From an optimization exercise on the open Yosys and OpenROAD flow, aimed at a short achievable clock period and few clock cycles; shortcuts taken in it are not production practice. Function was checked by simulation only, so behaviour that the tests miss may differ from the original. Power figures rest on the tool's default switching activity, not on a simulated workload.

## JK
==> flow/design.v (excerpt) <==
module cpuCore (
	input wire logic clk,
	input wire logic resetn,
	output logic instReqEn,
	output logic [31:0] instReqAddr,
	input wire logic [31:0] instRdata,
	output logic dataReqEn,
	output logic [3:0] dataReqWen,
	output logic [31:0] dataReqAddr,
	output logic [31:0] dataReqWdata,
	input wire logic [31:0] dataRdata,
	output logic [31:0] tracePc,
	output logic [3:0] traceWen,
	output logic [4:0] traceWnum,
	output logic [31:0] traceWdata
);
Size: roughly 240 I/O pins.
export LEC_CHECK = 0
export CAP_MARGIN = 20
export CORE_MARGIN = 2
export CORE_UTILIZATION = 60
export SLEW_MARGIN = 20
create_clock -name core_clock -period 13.0 [get_ports {clk}]
standard.sh (not shown) runs the stock make flow with config.mk's settings and CLKGATE_MAP_FILE= SYNTH_SCRIPT=/design/flow/synth_recipe.tcl, a recipe that flattens the netlist after the stock synthesis.
==> flow/flow/run.sh <==
#!/bin/bash
# Standard ORFS layout, with timing repair aiming below the design's period:
# repair_timing treats any path with less than SETUP_SLACK_MARGIN ns of slack
# as failing, so it keeps upsizing and buffering the critical paths.
set -euo pipefail
bash standard.sh SETUP_SLACK_MARGIN=9.3 finish > standard_flow.log 2>&1
Testbench counts of JK, summed over its fixed seeds: cycles 9,964.
### JK -> MS
--- a/flow/design.v
+++ b/flow/design.v
@@ -357,31 +357,31 @@
 	input wire logic [31:0] instRdata,
 	output logic dataReqEn,
 	output logic [3:0] dataReqWen,
 	output logic [31:0] dataReqAddr,
 	output logic [31:0] dataReqWdata,
 	input wire logic [31:0] dataRdata,
 	output logic [31:0] tracePc,
 	output logic [3:0] traceWen,
 	output logic [4:0] traceWnum,
 	output logic [31:0] traceWdata
 );
-	localparam int btbEntries = 8;
+	localparam int btbEntries = 4;
 	localparam logic [31:2] resetPcW = isaPkg::resetPc[31:2];
 	logic [31:2] pcF;        
 	logic [31:2] pcFNext;
 	logic [31:2] instAddrN;  
 	logic [btbEntries-1:0] btbValid;
 	logic [31:2] btbTag [btbEntries];
 	logic [31:2] btbTgt [btbEntries];
-	logic [2:0] btbPtr;
+	logic [1:0] btbPtr;
 	logic btbIns;            
 	logic [31:2] btbInsTag;
 	logic [31:2] btbInsTgt;
 	logic btbHitF;
 	logic [31:2] btbTgtF;
 	logic [31:2] pcI;        
 	logic [31:2] pcPlus4I;
 	logic [31:2] pcFPlus4;
 	logic [9:2] brTgtLoI;
 	logic brCarryI;
 	logic selTgtI;
@@ -546,24 +546,26 @@
 	prefixAdder #(.width(8)) i_brTgt (
 		.a(pcPlus4I[9:2]),
 		.b(instRdata[7:0]),
 		.cin(1'b0),
 		.sum(brTgtLoI),
 		.cout(brCarryI)
 	);
 	assign fastTgtI = (instrI.opcode == isaPkg::opJ) ? {pcPlus4I[31:28], instRdata[25:0]}
 		: {pcPlus4I[31:10], brTgtLoI};
 	assign isBranchI = (instrI.opcode == isaPkg::opBeq) || (instrI.opcode == isaPkg::opBne);
 	assign predTakenI = (instrI.opcode == isaPkg::opJ)
-		| ((instrI.opcode == isaPkg::opBeq) & ((instrI.rs == instrI.rt) | instRdata[15]))
-		| ((instrI.opcode == isaPkg::opBne) & (instrI.rs != instrI.rt));
+		| ((instrI.opcode == isaPkg::opBeq) & ((instrI.rs == instrI.rt) | instRdata[15])
+			& (instRdata[15:0] != 16'h0000))
+		| ((instrI.opcode == isaPkg::opBne) & (instrI.rs != instrI.rt)
+			& (instRdata[15:0] != 16'h0000));
 	always_ff @(posedge clk)
 	begin
 		if (!resetn)
 		begin
 			ftCapture <= 1'b0;
 			ftValid <= 1'b0;
 		end
 		else
 		begin
 			ftCapture <= selTgtI && isBranchI;
 			if (ftCapture)
@@ -669,28 +671,28 @@
 		subE <= subR;
 		opCE <= hitEB ? resE : valB;
 		aluSelE <= dec.aluSel;
 		shamtE <= irR.shamt;
 		destE <= destR;
 		wrE <= dec.regWrite && (destR != '0);
 		traceE <= dec.regWrite;
 		isLoadE <= dec.isLoad;
 		isStoreE <= dec.isStore;
 		byteE <= dec.memByte;
 		signedE <= dec.loadSigned;
-		isBeqE <= dec.isBeq;
-		isBneE <= dec.isBne;
+		isBeqE <= dec.isBeq && (immR != 16'h0000);
+		isBneE <= dec.isBne && (immR != 16'h0000);
 		predTakenE <= predTakenR;
 		altPcE <= predTakenR ? pcPlus4R : takenTgtR;
-		ftHitE <= ftHitR;
-		ftWordE <= ftWord;
+		ftHitE <= ftHitR || (ftCapture && !predTakenI && predTakenR && (dec.isBeq || dec.isBne));
+		ftWordE <= ftCapture ? instRdata : ftWord;
 		pc8E <= pc8R;
 	end
 	assign aE = opAE;
 	assign bE = opBE;
 	assign cE = opCE;
 	aluUnit i_aluUnit (
 		.sel(aluSelE),
 		.subtract(subE),
 		.a(aE),
 		.b(bE),
 		.shamt(shamtE),
Findings:
MS: all stages complete, timing, DRC and antenna checks passed
Number of non-clock buffers in the layout: MS < JK
MS ends up with a final cell count that is 8.0% lower than in JK.
Comparing power share of the clock group for MS and JK, the bigger number came from JK.
Between MS and JK, it is MS whose critical path depth is lower, by 1.
In the route summary, MS ends up with a via count below that of JK.
Lower total power among MS and JK: MS
Relative to JK, detailed-routing iteration count for the pre-antenna-repair pass increased by 1 in MS.
Testbench counts of MS, summed over its fixed seeds: cycles 9,821.

Setup of amber:
cpuCore, a different RTL version from the one above (not shown whole).
Size: ~2,100 flip-flops, roughly 240 I/O pins, ~97,000 µm² of cells after synthesis.
clock: 13.0 ns
lec_check: 0
cap_margin: 20
core_margin: 2
core_utilization: 60
slew_margin: 20
==> flow/flow/run.sh <==
#!/bin/bash
# Standard ORFS layout, with timing repair aiming below the design's period:
# repair_timing treats any path with less than SETUP_SLACK_MARGIN ns of slack
# as failing, so it keeps upsizing and buffering the critical paths.
# Gate cloning in the last timing repair can leave a driver just over its
# max slew or capacitance; if the finished layout reports that, the layout is
# made again without cloning (the first try is kept in orfs_try1/).
set -uo pipefail

clean() {
	local rpt=orfs/reports/sky130hd/cpuCore/base/6_finish.rpt
	[[ -f out/final.def && -f $rpt ]] || return 1
	awk '/^max slew/ {s = 1} /^max capacitance/ {s = 1} /^max fanout/ {s = 0} /^=====/ {s = 0}
		s && /VIOLATED/ {bad = 1} END {exit bad}' "$rpt"
}

bash standard.sh SETUP_SLACK_MARGIN=9.3 finish > standard_flow.log 2>&1
if ! clean; then
	mv orfs orfs_try1
	mv standard_flow.log standard_flow_try1.log
	rm -f out/final.def
	bash standard.sh SETUP_SLACK_MARGIN=9.3 SKIP_GATE_CLONING=1 finish > standard_flow.log 2>&1
fi
Testbench counts of amber, summed over its fixed seeds: cycles 9,821.
> inputs changed (amber -> fjord)
--- a/flow/design.v
+++ b/flow/design.v
@@ -363,18 +363,19 @@
 	output logic [31:0] tracePc,
 	output logic [3:0] traceWen,
 	output logic [4:0] traceWnum,
 	output logic [31:0] traceWdata
 );
 	localparam int btbEntries = 4;
 	localparam logic [31:2] resetPcW = isaPkg::resetPc[31:2];
 	logic [31:2] pcF;        
 	logic [31:2] pcFNext;
+	logic [31:2] instAddrN;  
 	logic [btbEntries-1:0] btbValid;
 	logic [31:2] btbTag [btbEntries];
 	logic [31:2] btbTgt [btbEntries];
 	logic [1:0] btbPtr;
 	logic btbIns;            
 	logic [31:2] btbInsTag;
 	logic [31:2] btbInsTgt;
 	logic btbHitF;
 	logic [31:2] btbTgtF;
@@ -430,18 +431,19 @@
 	logic [31:2] pcE;
 	isaPkg::word_t opAE, opBE, opCE;
 	logic [coreCtrlPkg::aluOps-1:0] aluSelE;
 	logic subE;              
 	logic [4:0] shamtE;
 	isaPkg::regAddr_t destE;
 	logic wrE;               
 	logic traceE;            
 	logic isLoadE, isStoreE, byteE, signedE, isBeqE, isBneE, predTakenE;
+	logic ldE, ldM, ldW;     
 	logic [31:2] altPcE;
 	logic ftHitE;            
 	isaPkg::word_t ftWordE;
 	logic [31:2] pc8E;       
 	logic [31:2] pc8R;
 	logic injectE;
 	isaPkg::word_t aE, bE, cE;
 	isaPkg::word_t resE;
 	logic [1:0] addrLoE;
@@ -491,35 +493,37 @@
 		else
 			pcFOther = pcFPlus4;
 	end
 	assign pcFNext = selTgtI ? fastTgtI : pcFOther;
 	always_ff @(posedge clk)
 	begin
 		if (!resetn)
 		begin
 			pcF <= resetPcW;
+			instAddrN <= ~resetPcW;
 			validI <= 1'b0;
 		end
 		else
 		begin
 			pcF <= pcFNext;
+			instAddrN <= ~pcFNext;
 			validI <= !(redirE || (stallR && validI) || fixFire || selTgtI);
 		end
 		pcI <= pcF;
 		pcPlus4I <= pcFPlus4;
 		btbHitI <= btbHitF;
 	end
 	incrementer #(.width(30)) i_pcFInc (
 		.a(pcF),
 		.sum(pcFPlus4)
 	);
 	assign instReqEn = 1'b1;
-	assign instReqAddr = {pcF, 2'b00};
+	assign instReqAddr = {~instAddrN, 2'b00};
 	always_ff @(posedge clk)
 	begin
 		if (!resetn)
 		begin
 			btbValid <= '0;
 			btbPtr <= '0;
 		end
 		else if (btbIns)
 		begin
@@ -637,42 +641,48 @@
 	assign needB = dec.useB && (rtR != '0);
 	assign hitEA = needA && validE && wrE && (destE == rsR);
 	assign hitEB = needB && validE && wrE && (destE == rtR);
 	assign hitMA = needA && validM && wrM && (destM == rsR);
 	assign hitMB = needB && validM && wrM && (destM == rtR);
 	assign hitWA = needA && validW && wrW && (destW == rsR);
 	assign hitWB = needB && validW && wrW && (destW == rtR);
 	assign loadA = !hitEA && !hitMA && hitWA && isLoadW;
 	assign loadB = !hitEB && !hitMB && hitWB && isLoadW;
-	assign stallR = validR && ((hitEA && isLoadE) || (hitEB && isLoadE)
-		|| (!hitEA && hitMA && isLoadM) || (!hitEB && hitMB && isLoadM)
-		|| (loadB && subR && !dec.bIsImm));
+	assign stallR = validR && ((needA && ldE && (destE == rsR)) || (needB && ldE && (destE == rtR))
+		|| (needA && ldM && (destM == rsR)) || (needB && ldM && (destM == rtR))
+		|| (needB && !dec.bIsImm && subR && ldW && (destW == rtR)));
 	regFile i_regFile (
 		.clk(clk),
 		.resetn(resetn),
 		.raddr1(rsR),
 		.raddr2(rtR),
 		.rdata1(rfA),
 		.rdata2(rfB),
 		.wen(validW && wrW),
 		.waddr(destW),
 		.wdata(finalW)
 	);
 	assign subR = dec.aluSel[coreCtrlPkg::aluSub] | dec.aluSel[coreCtrlPkg::aluSlt]
 		| dec.aluSel[coreCtrlPkg::aluSltu];
 	assign valA = hitMA ? resM : (hitWA ? resW : rfA);
 	assign valB = hitMB ? resM : (hitWB ? resW : rfB);
 	always_ff @(posedge clk)
 	begin
 		if (!resetn || redirE)
+		begin
 			validE <= 1'b0;
+			ldE <= 1'b0;
+		end
 		else
+		begin
 			validE <= validR && !stallR;
+			ldE <= validR && !stallR && dec.isLoad && (destR != '0);
+		end
 		pcE <= pcR;
 		opAE <= loadA ? loadW : (hitEA ? resE : valA);
 		opBE <= (loadB && !dec.bIsImm) ? loadW
 			: ((dec.bIsImm ? immValR : (hitEB ? resE : valB)) ^ {32{subR}});
 		subE <= subR;
 		opCE <= loadB ? loadW : (hitEB ? resE : valB);
 		aluSelE <= dec.aluSel;
 		shamtE <= irR.shamt;
 		destE <= destR;
@@ -712,24 +722,26 @@
 		.storeData(cE),
 		.storeWen(storeWenE),
 		.storeWdata(storeWdataE)
 	);
 	always_ff @(posedge clk)
 	begin
 		if (!resetn)
 		begin
 			validM <= 1'b0;
+			ldM <= 1'b0;
 			dataReqEn <= 1'b0;
 			dataReqWen <= 4'b0000;
 		end
 		else
 		begin
 			validM <= validE;
+			ldM <= ldE;
 			dataReqEn <= validE && (isLoadE || isStoreE);
 			dataReqWen <= (validE && isStoreE) ? storeWenE : 4'b0000;
 		end
 		dataAddrN <= ~resE;
 		dataReqWdata <= storeWdataE;
 		pcM <= pcE;
 		resM <= resE;
 		destM <= destE;
 		wrM <= wrE;
@@ -737,21 +749,27 @@
 		isLoadM <= isLoadE;
 		byteM <= byteE;
 		signedM <= signedE;
 		offM <= addrLoE;
 	end
 	assign dataReqAddr = ~dataAddrN;
 	always_ff @(posedge clk)
 	begin
 		if (!resetn)
+		begin
 			validW <= 1'b0;
+			ldW <= 1'b0;
+		end
 		else
+		begin
 			validW <= validM;
+			ldW <= ldM;
+		end
 		pcW <= pcM;
 		resW <= resM;
 		destW <= destM;
 		wrW <= wrM;
 		traceW <= traceM;
 		isLoadW <= isLoadM;
 		byteW <= byteM;
 		signedW <= signedM;
 		offW <= offM;
Results
fjord vs. amber: share of final-layout standard cells stronger than drive strength 1 rose by 0.71 points; post-detailed-route wirelength per cell has decreased; worst setup timing slack at the placement stage now smaller; via count went up.
Of amber and fjord, amber shows the higher routed wire length, with fjord below it.
Design area went up slightly going from amber to fjord.
In the tables for amber and fjord, number of instances in the synthesized netlist reads higher with fjord.
Testbench counts of fjord, summed over its fixed seeds: cycles 9,821.

## afterwards: timing with drivers on the ports
How much do the figures lean on ideal ports? The routed layouts below were timed once more, with nothing changed but the port constraints. Step 1 sets driving cells, clkbuf_16 on the clock port and buf_2 on the other inputs (assumed; they add their load-dependent delay and slew). Step 2 times the ports against the registers' clock, not the clock port: input delays grow and output delays shrink by t, the midpoint of the rising clock arrivals with the driver on. Three values: ideal ports, drivers, drivers and shift; two values: the first two.
run	shift t [ns]	setup slack, ns	slew at the worst register clock pin (ns)	worst slew at a driven data input, ns	pins driven straight from the clock port
JK	0.963	8.733 / 8.776 / 7.814	0.08 / 0.08	0.19	1
MS	0.924	8.732 / 8.688 / 7.764	0.07 / 0.07	0.20	1
amber	0.936	8.772 / 8.817 / 7.881	0.07 / 0.07	0.21	1
fjord	0.949	8.661 / 8.714 / 7.766	0.07 / 0.07	0.17	1
After both steps every run listed still meets setup and hold. For MS, which loses most, drivers alone change the setup slack by -0.044 ns; drivers and shift together by -0.968 ns.
